From an optimization exercise on the open Yosys and OpenROAD flow, aimed at small area, a short achievable clock period and few clock cycles per item; shortcuts taken in it are not production practice. Only simulation tests tie the RTL to the original design; equivalence was not proved. No activity file was given, so power comes from the tool's default toggle rates.

Design pe_top, start of the top module:
module pe_top (
    input  logic                      clk,
    input  logic                      rstn,
    input  logic [pe_pkg::CFG_W-1:0]  filter_size,
    input  logic                      iact_write_en,
    input  logic [pe_pkg::DATA_W-1:0] data_iact_in,
    output logic                      iact_ready,
    input  logic                      weight_write_en,
    input  logic [pe_pkg::DATA_W-1:0] data_weight_in,
    output logic                      weight_ready,
    input  logic                      psum_write_en,
    input  logic [pe_pkg::DATA_W-1:0] data_psum_in,
    output logic                      psum_ready,
    input  logic                      psum_read_en,
    output logic [pe_pkg::DATA_W-1:0] data_psum_out,
    output logic                      psum_out_valid
);
==> flow/config.mk <==
export PLATFORM = sky130hd
export DESIGN_NAME = pe_top
export DESIGN_NICKNAME = pe_top
export VERILOG_FILES = /design/flow/design.v
export SDC_FILE = /design/flow/constraint.sdc
export NUM_CORES = 4
export LEC_CHECK = 0
export CAP_MARGIN = 20
export CORE_MARGIN = 2
export CORE_UTILIZATION = 40
export PLACE_DENSITY = 0.7
export SETUP_SLACK_MARGIN = 4.0
export SLEW_MARGIN = 20
==> flow/constraint.sdc <==
create_clock -name core_clock -period 7.0 [get_ports {clk}]
set_input_delay 1.4000 -clock core_clock [delete_from_list [all_inputs] [get_ports {clk}]]
set_output_delay 1.4000 -clock core_clock [all_outputs]
set_load 0.01 [all_outputs]
standard.sh (not shown) runs the stock make flow with config.mk's settings and CLKGATE_MAP_FILE= SYNTH_SCRIPT=/design/flow/synth_recipe.tcl, a recipe that flattens the netlist after the stock synthesis.
==> flow/flow/run.sh <==
#!/bin/bash
set -euo pipefail
export BUFFER_PORTS_ARGS="-buffer_cell sky130_fd_sc_hd__buf_1"
export CTS_ARGS="-sink_clustering_enable -repair_clock_nets -buf_list sky130_fd_sc_hd__clkbuf_4 -dont_use_dummy_load"
bash standard.sh finish > standard.log 2>&1
Testbench counts at the start, summed over its fixed seeds: cycles 18,441, rows 2,394.
Rerun with:
==> flow/flow/run.sh (replaced) <==
#!/bin/bash
set -euo pipefail
export BUFFER_PORTS_ARGS="-buffer_cell sky130_fd_sc_hd__buf_1"
export CTS_ARGS="-sink_clustering_enable -repair_clock_nets -buf_list sky130_fd_sc_hd__clkbuf_8 -dont_use_dummy_load"
export SKIP_GATE_CLONING="1"
bash standard.sh finish > standard.log 2>&1
PLACE_DENSITY = not set   (was 0.7)
SETUP_SLACK_MARGIN = 4.1   (was 4.0)
The changed run finished clean.
First-iteration DRC count fell by 12%.
Area after synthesis is unchanged.
Power rose by 6.8%.
Cell count fell by 0.47%.
Setup slack is better by 77 ps.
Sequential power is about the same.
Count of clock-buffer cells in the layout is unchanged.
Final area rose by 1.7%.
Sequential share of layout area fell by 0.65 points.
Non-clock buffer count fell by 4.
Clock power rose by 32%.
Rerun with:
==> flow/flow/run.sh (replaced) <==
#!/bin/bash
set -euo pipefail
export BUFFER_PORTS_ARGS="-buffer_cell sky130_fd_sc_hd__buf_1"
export CTS_ARGS="-sink_clustering_enable -repair_clock_nets -buf_list sky130_fd_sc_hd__clkbuf_4 -dont_use_dummy_load"
bash standard.sh finish > standard.log 2>&1
CORE_UTILIZATION = 30   (was 40)
SETUP_SLACK_MARGIN = 4.0   (was 4.1)
What happened: The changed run produced a clean layout. Worst setup slack is worse by 71 ps. Cell count rose by 9.8%. Flip-flop and latch count does not change. Final area is about the same. Worst hold slack is better by 4.0 ps.

---

Setup of rev 12:
Another version of the RTL of pe_top (not shown whole).
Size: roughly 710 cells after synthesis, roughly 82 I/O pins, roughly 8200 µm² of cells after synthesis.
Settings: LEC_CHECK=0, CAP_MARGIN=20, CORE_MARGIN=2, CORE_UTILIZATION=40, SETUP_SLACK_MARGIN=4.0, SLEW_MARGIN=20; clock period 7.0 ns.
==> flow/flow/run.sh <==
#!/bin/bash
# The standard layout, with plain buffers on the ports.
set -euo pipefail
export BUFFER_PORTS_ARGS="-buffer_cell sky130_fd_sc_hd__buf_2"
bash standard.sh finish > standard.log 2>&1
Every stage of the flow completed for rev 12, and the final layout passed the timing, design-rule and antenna checks.
Testbench counts of rev 12, summed over its fixed seeds: cycles 18,441, rows 2,394.
--- input diff rev 12..rev 13 ---
==> flow/run.sh (new file) <==
#!/bin/bash
# synth_recipe.tcl (not shown) runs the flow's synth.tcl, then flattens the netlist and writes it again
# the make line also repeats each setting of config.mk as NAME=value (left out here)
make -C /OpenROAD-flow-scripts/flow DESIGN_CONFIG=/design/flow/config.mk WORK_HOME=/design/flow/orfs CLKGATE_MAP_FILE= SYNTH_SCRIPT=/design/flow/synth_recipe.tcl finish
removed: flow/flow/run.sh
removed: flow/standard.sh
Notes after the runs:
Rev 13: flow completed, timing, DRC and antenna clean. No stage failed in rev 12, and the final checks on the layout all came back clean. The post-layout instance count excluding filler cells was comparable across rev 13 and rev 12. Diff rev 12 -> rev 13: non-clock buffer count went down 0.65%; final cell area excluding filler cells went up 3.5%. Rev 12 has a lower measured slew at the worst slew-check pin than rev 13. In rev 13, total via count in the routed design is higher than in rev 12. Measured against each other, rev 13 and rev 12 differ in met3 demand-to-capacity share in global routing, the higher figure coming from rev 13. Re number of combinational gates with multiple inputs: no difference whatsoever between rev 13 and rev 12. Changes observed in rev 13 relative to rev 12: fraction of area in clock buffers and inverters went down; multi-input logic portion of the cell area saw a decrease; overall track demand over capacity in global routing rose by 0.58 points; count of hold-fix buffers inserted at cts about even.

---

RTL: one of the versions met above, not the one the previous note started from.
For scale: ~82 I/O pins.
clock: 7.0 ns
lec_check: 0
cap_margin: 20
core_margin: 2
core_utilization: 40
setup_slack_margin: 4.0
slew_margin: 20
==> flow/flow/run.sh <==
#!/bin/bash
set -euo pipefail
export BUFFER_PORTS_ARGS="-buffer_cell sky130_fd_sc_hd__buf_1"
export CTS_ARGS="-sink_clustering_enable -repair_clock_nets -buf_list sky130_fd_sc_hd__clkbuf_4 -dont_use_dummy_load"
bash standard.sh finish > standard.log 2>&1
Testbench counts at the start, summed over its fixed seeds: cycles 18,441, rows 2,394.
Change:
==> flow/flow/run.sh (replaced) <==
#!/bin/bash
set -euo pipefail
export BUFFER_PORTS_ARGS="-buffer_cell sky130_fd_sc_hd__buf_1"
export CTS_ARGS="-sink_clustering_enable -repair_clock_nets -buf_list sky130_fd_sc_hd__clkbuf_8 -dont_use_dummy_load"
bash standard.sh finish > standard.log 2>&1
SETUP_SLACK_MARGIN = 4.1   (was 4.0)
=>
- hold slack got worse by 0.011 ns
- flip-flop and latch count stays the same
- sequential share of layout area falls by 0.88 points
- core utilization rises by 1.0 points
Change:
==> flow/flow/run.sh (replaced) <==
#!/bin/bash
set -euo pipefail
export BUFFER_PORTS_ARGS="-buffer_cell sky130_fd_sc_hd__buf_1"
export CTS_ARGS="-sink_clustering_enable -repair_clock_nets -buf_list sky130_fd_sc_hd__clkbuf_4 -dont_use_dummy_load"
bash standard.sh finish > standard.log 2>&1
SETUP_SLACK_MARGIN = 4.0   (was 4.1)
=>
- The changed run produced a clean layout
- final area goes down by 2.3%
- synthesized cell count stays the same
- flip-flop and latch count does not change
- synthesized area does not change
- non-clock buffer count goes down by 4
- die area stays the same
- maximum frequency goes down by 2.2%
- setup slack is worse by 0.064 ns
- clock skew goes up by 0.010 ns
- via count goes down by 0.83%
Change:
==> flow/flow/run.sh (replaced) <==
#!/bin/bash
set -euo pipefail
export BUFFER_PORTS_ARGS="-buffer_cell sky130_fd_sc_hd__buf_1"
export CTS_ARGS="-sink_clustering_enable -repair_clock_nets -buf_list sky130_fd_sc_hd__clkbuf_8 -dont_use_dummy_load"
export SKIP_LAST_GASP="1"
bash standard.sh finish > standard.log 2>&1
SETUP_SLACK_MARGIN = 4.1   (was 4.0)
The changed run finished with timing, DRC and antenna clean; power rose by a little under a tenth; clock skew fell by 0.010 ns; setup slack gets better by 0.064 ns; synthesized cell count does not change; final cell count hardly moves; routed wire length rose slightly.
Change:
--- a/flow/flow/run.sh
+++ b/flow/flow/run.sh
@@ -4,3 +4,2 @@
 export CTS_ARGS="-sink_clustering_enable -repair_clock_nets -buf_list sky130_fd_sc_hd__clkbuf_8 -dont_use_dummy_load"
-export SKIP_LAST_GASP="1"
 bash standard.sh finish > standard.log 2>&1
SETUP_SLACK_MARGIN = 4.0   (was 4.1)
Design area falls by 1.3%.
Clock-buffer cell count stays the same.
Sequential share of layout area rises by 0.50 points.
Maximum frequency falls by 1.5%.
Core utilization falls by 0.61 points.
Wire length falls by 1.1%.
Change:
SETUP_SLACK_MARGIN = 4.3   (was 4.0)
- total power went up by 16%
- non-clock buffer count went up by 49
- clock power went up by about 2%
- worst setup slack improves by 0.11 ns
- synthesized area does not change
- final cell count went up by 4.7%
- via count went up by 5.2%
- sequential power stays flat
- critical path depth went up by 3
- routed wire length went up by 5.5%

---

v42:
Starting RTL as in the previous note.
Design pe_top, start of the top module:
module pe_top (
    input  logic                      clk,
    input  logic                      rstn,
    input  logic [pe_pkg::CFG_W-1:0]  filter_size,
    input  logic                      iact_write_en,
    input  logic [pe_pkg::DATA_W-1:0] data_iact_in,
    output logic                      iact_ready,
    input  logic                      weight_write_en,
    input  logic [pe_pkg::DATA_W-1:0] data_weight_in,
    output logic                      weight_ready,
    input  logic                      psum_write_en,
    input  logic [pe_pkg::DATA_W-1:0] data_psum_in,
    output logic                      psum_ready,
    input  logic                      psum_read_en,
    output logic [pe_pkg::DATA_W-1:0] data_psum_out,
    output logic                      psum_out_valid
);
    logic [15:0] a_r, p_r;
    logic [7:0]  neg_r, one_r, two_r;    
    logic        va, vb, vp;
    logic [16:0] w_ext;
    logic [7:0]  w_neg, w_one, w_two;
    assign w_ext = {data_weight_in, 1'b0};
    always_comb begin
        for (int k = 0; k < 8; k++) begin
            w_neg[k] = w_ext[2*k+2];
            w_one[k] = w_ext[2*k+1] ^ w_ext[2*k];
            w_two[k] = (w_ext[2*k+2] & ~w_ext[2*k+1] & ~w_ext[2*k])
                     | (~w_ext[2*k+2] & w_ext[2*k+1] & w_ext[2*k]);
        end
    end
    logic        first_r;      
    logic [3:0]  rem;          
    logic        last_r;       
    logic        v2;           
    logic        first2;       
    logic        last2;        
    logic        out_v;        
    logic        en_r;         
  ...
==> flow/config.mk <==
export PLATFORM = sky130hd
export DESIGN_NAME = pe_top
export DESIGN_NICKNAME = pe_top
export VERILOG_FILES = /design/flow/design.v
export SDC_FILE = /design/flow/constraint.sdc
export NUM_CORES = 4
export LEC_CHECK = 0
export CAP_MARGIN = 20
export CORE_MARGIN = 2
export CORE_UTILIZATION = 40
export GPL_TIMING_DRIVEN = 0
export SETUP_SLACK_MARGIN = 4.0
export SLEW_MARGIN = 20
==> flow/constraint.sdc <==
create_clock -name core_clock -period 7.0 [get_ports {clk}]
set_input_delay 1.4000 -clock core_clock [delete_from_list [all_inputs] [get_ports {clk}]]
set_output_delay 1.4000 -clock core_clock [all_outputs]
set_load 0.01 [all_outputs]
==> flow/flow/run.sh <==
#!/bin/bash
set -euo pipefail
export BUFFER_PORTS_ARGS="-buffer_cell sky130_fd_sc_hd__buf_1"
export CTS_ARGS="-sink_clustering_enable -repair_clock_nets -buf_list sky130_fd_sc_hd__clkbuf_8 -dont_use_dummy_load"
bash standard.sh finish > standard.log 2>&1
v42 | status: complete | timing, DRC, antenna: pass
Testbench counts of v42, summed over its fixed seeds: cycles 18,441, rows 2,394.
Changes in v6 relative to v42:
- clearing GPL_TIMING_DRIVEN, which used to be 0
- swapping 4.0 for 4.2 in SETUP_SLACK_MARGIN
Findings:
On fraction of area in clock buffers and inverters, v6 and v42 are basically level. v6 has via count of the routed design above what v42 had. Non-clock buffer area fraction after layout was lower in v42 than in v6. Sort v6 and v42 by power dissipated by switching net loads, descending, and v6 comes first. v42 → v6: fraction of the cycle the final worst path needs has decreased; power has increased; worst hold slack has increased.
Input changes introduced in v40 (baseline for comparison: v6):
- a change of SETUP_SLACK_MARGIN from 4.2 to 4.0
--- a/flow/flow/run.sh
+++ b/flow/flow/run.sh
@@ -3,3 +3,4 @@
 export BUFFER_PORTS_ARGS="-buffer_cell sky130_fd_sc_hd__buf_1"
 export CTS_ARGS="-sink_clustering_enable -repair_clock_nets -buf_list sky130_fd_sc_hd__clkbuf_8 -dont_use_dummy_load"
+export SETUP_MOVE_SEQUENCE="unbuffer,sizeup,swap,buffer,clone"
 bash standard.sh finish > standard.log 2>&1
Worst hold slack of v40 is on par with v6. Highest achievable clock rate: v40 vs v6 down 2.5%. Diff v40 and v6: layout overhead on the synthesized area lower in v40. Diff v40..v6 | mean instance size in the synthesized netlist | unchanged. Looking at library cell contributing the largest single delay on the critical path, the edfxtp_1 result is from v40; the fa_1 one comes from v6. Per the comparison of v40 with v6, per-cell via count in the routed design has decreased; number of vias in the routed layout has decreased. Delta(maximum resistive drop on vdd, v40 - v6) < 0. Looking at total power, v40 sits 7.1% below v6. Going from v6 to v40, routed wire length fell 4.1%, post-layout instance count excluding filler cells down 36, critical path depth went down 4. v40 finished end to end and its layout was clean on timing, DRC and antenna.
For v28, these inputs were changed with respect to v40:
- CORE_UTILIZATION now 70, was 40
==> flow/flow/run.sh <==
#!/bin/bash
set -euo pipefail
export BUFFER_PORTS_ARGS="-buffer_cell sky130_fd_sc_hd__buf_1"
export CTS_ARGS="-sink_clustering_enable -repair_clock_nets -buf_list sky130_fd_sc_hd__clkbuf_4 -dont_use_dummy_load"
bash standard.sh finish > standard.log 2>&1
Sort v40 and v28 by vias per cell asc -> top: v40. v28 and v40 ended up with roughly the same setup-violating endpoint count in the final report. v28 against v40; number of signal-net buffers in the layout is up by a little under 10%. Re critical path required time: v40 was higher than v28. Cell area after placement of v28 falls short of that of v40 slightly. Worst setup slack ends up higher on v40. Share of total power in the clock network: v28 lower than v40. v28 ended with less post-layout instance area than v40. v28 reached the final stage; the timing, design-rule and antenna checks on its layout passed. Delta(clock network area share, v28 - v40) < 0.
The following lists how v31 was set up differently from v28:
- changing SETUP_SLACK_MARGIN from 4.0 to 4.4
- changing CORE_UTILIZATION from 70 to 40
## What came out
- Compared with v28, v31 shows fraction of cell area in non-clock buffers higher by 5.2 points.
- Between v28 and v31, the flow reports count of plain and timing-repair buffers in the layout increasing by more than half.
- The core of v31 is less densely filled than that of v28.
- Flip-flop and latch share of the layout cell area (lower): v31
- Per the comparison of v31 with v28, overall die area rose about 70%, routed wire length shows an increase of 2300 microns, combinational power share saw an increase.
- Compared with v28, v31 shows internal power summed over all cells that has gone up by more than 10%.
- Compared with v28, v31 shows a higher wire length on met2.

-- separate check: timing with driven ports --
How much do the figures lean on ideal ports? The routed layouts below were timed once more, with nothing changed but the port constraints. Step 1 sets driving cells, clkbuf_16 on the clock port and buf_2 on the other inputs (assumed; they add their load-dependent delay and slew). Step 2 also shifts input and output timing later by t, the mid clock arrival at the registers, as if the neighbouring blocks saw the same clock. Slacks: ideal / step 1 / step 2; pairs: ideal / step 1.
run | t (ns) | slack for setup (ns) | worst hold slack (ns)
the first run of note 1 | 0.567 | 4.129 / 4.129 / 3.954 | 0.499 / 0.499 / 0.499
the second run of note 1 | 0.476 | 4.206 / 4.206 / 3.919 | 0.488 / 0.488 / 0.488
the third run of note 1 | 0.587 | 4.135 / 4.135 / 3.965 | 0.492 / 0.492 / 0.492
rev 12 | 0.467 | 3.914 / 3.914 / 3.914 | 0.486 / 0.486 / 0.486
rev 13 | 0.460 | 3.960 / 3.960 / 3.603 | 0.484 / 0.484 / 0.484
the first run of note 3 | 0.571 | 4.142 / 4.142 / 3.913 | 0.499 / 0.499 / 0.499
the second run of note 3 | 0.476 | 4.206 / 4.206 / 3.919 | 0.488 / 0.488 / 0.488
the third run of note 3 | 0.571 | 4.142 / 4.142 / 3.913 | 0.499 / 0.499 / 0.499
the fourth run of note 3 | 0.476 | 4.206 / 4.206 / 3.919 | 0.488 / 0.488 / 0.488
the fifth run of note 3 | 0.472 | 4.162 / 4.162 / 3.923 | 0.490 / 0.490 / 0.490
the sixth run of note 3 | 0.480 | 4.267 / 4.267 / 4.156 | 0.489 / 0.489 / 0.489
v42 | 0.479 | 4.111 / 4.111 / 3.908 | 0.487 / 0.487 / 0.487
v6 | 0.480 | 4.232 / 4.232 / 3.895 | 0.491 / 0.491 / 0.491
v40 | 0.472 | 4.162 / 4.162 / 3.923 | 0.490 / 0.490 / 0.490
v28 | 0.566 | 4.132 / 4.132 / 4.024 | 0.497 / 0.497 / 0.497
v31 | 0.576 | 4.316 / 4.316 / 4.084 | 0.501 / 0.501 / 0.501
After both steps every run listed still meets setup and hold. The setup slack of rev 13, which loses most, moves by 0.000 ns with the drivers and by -0.357 ns with both steps.
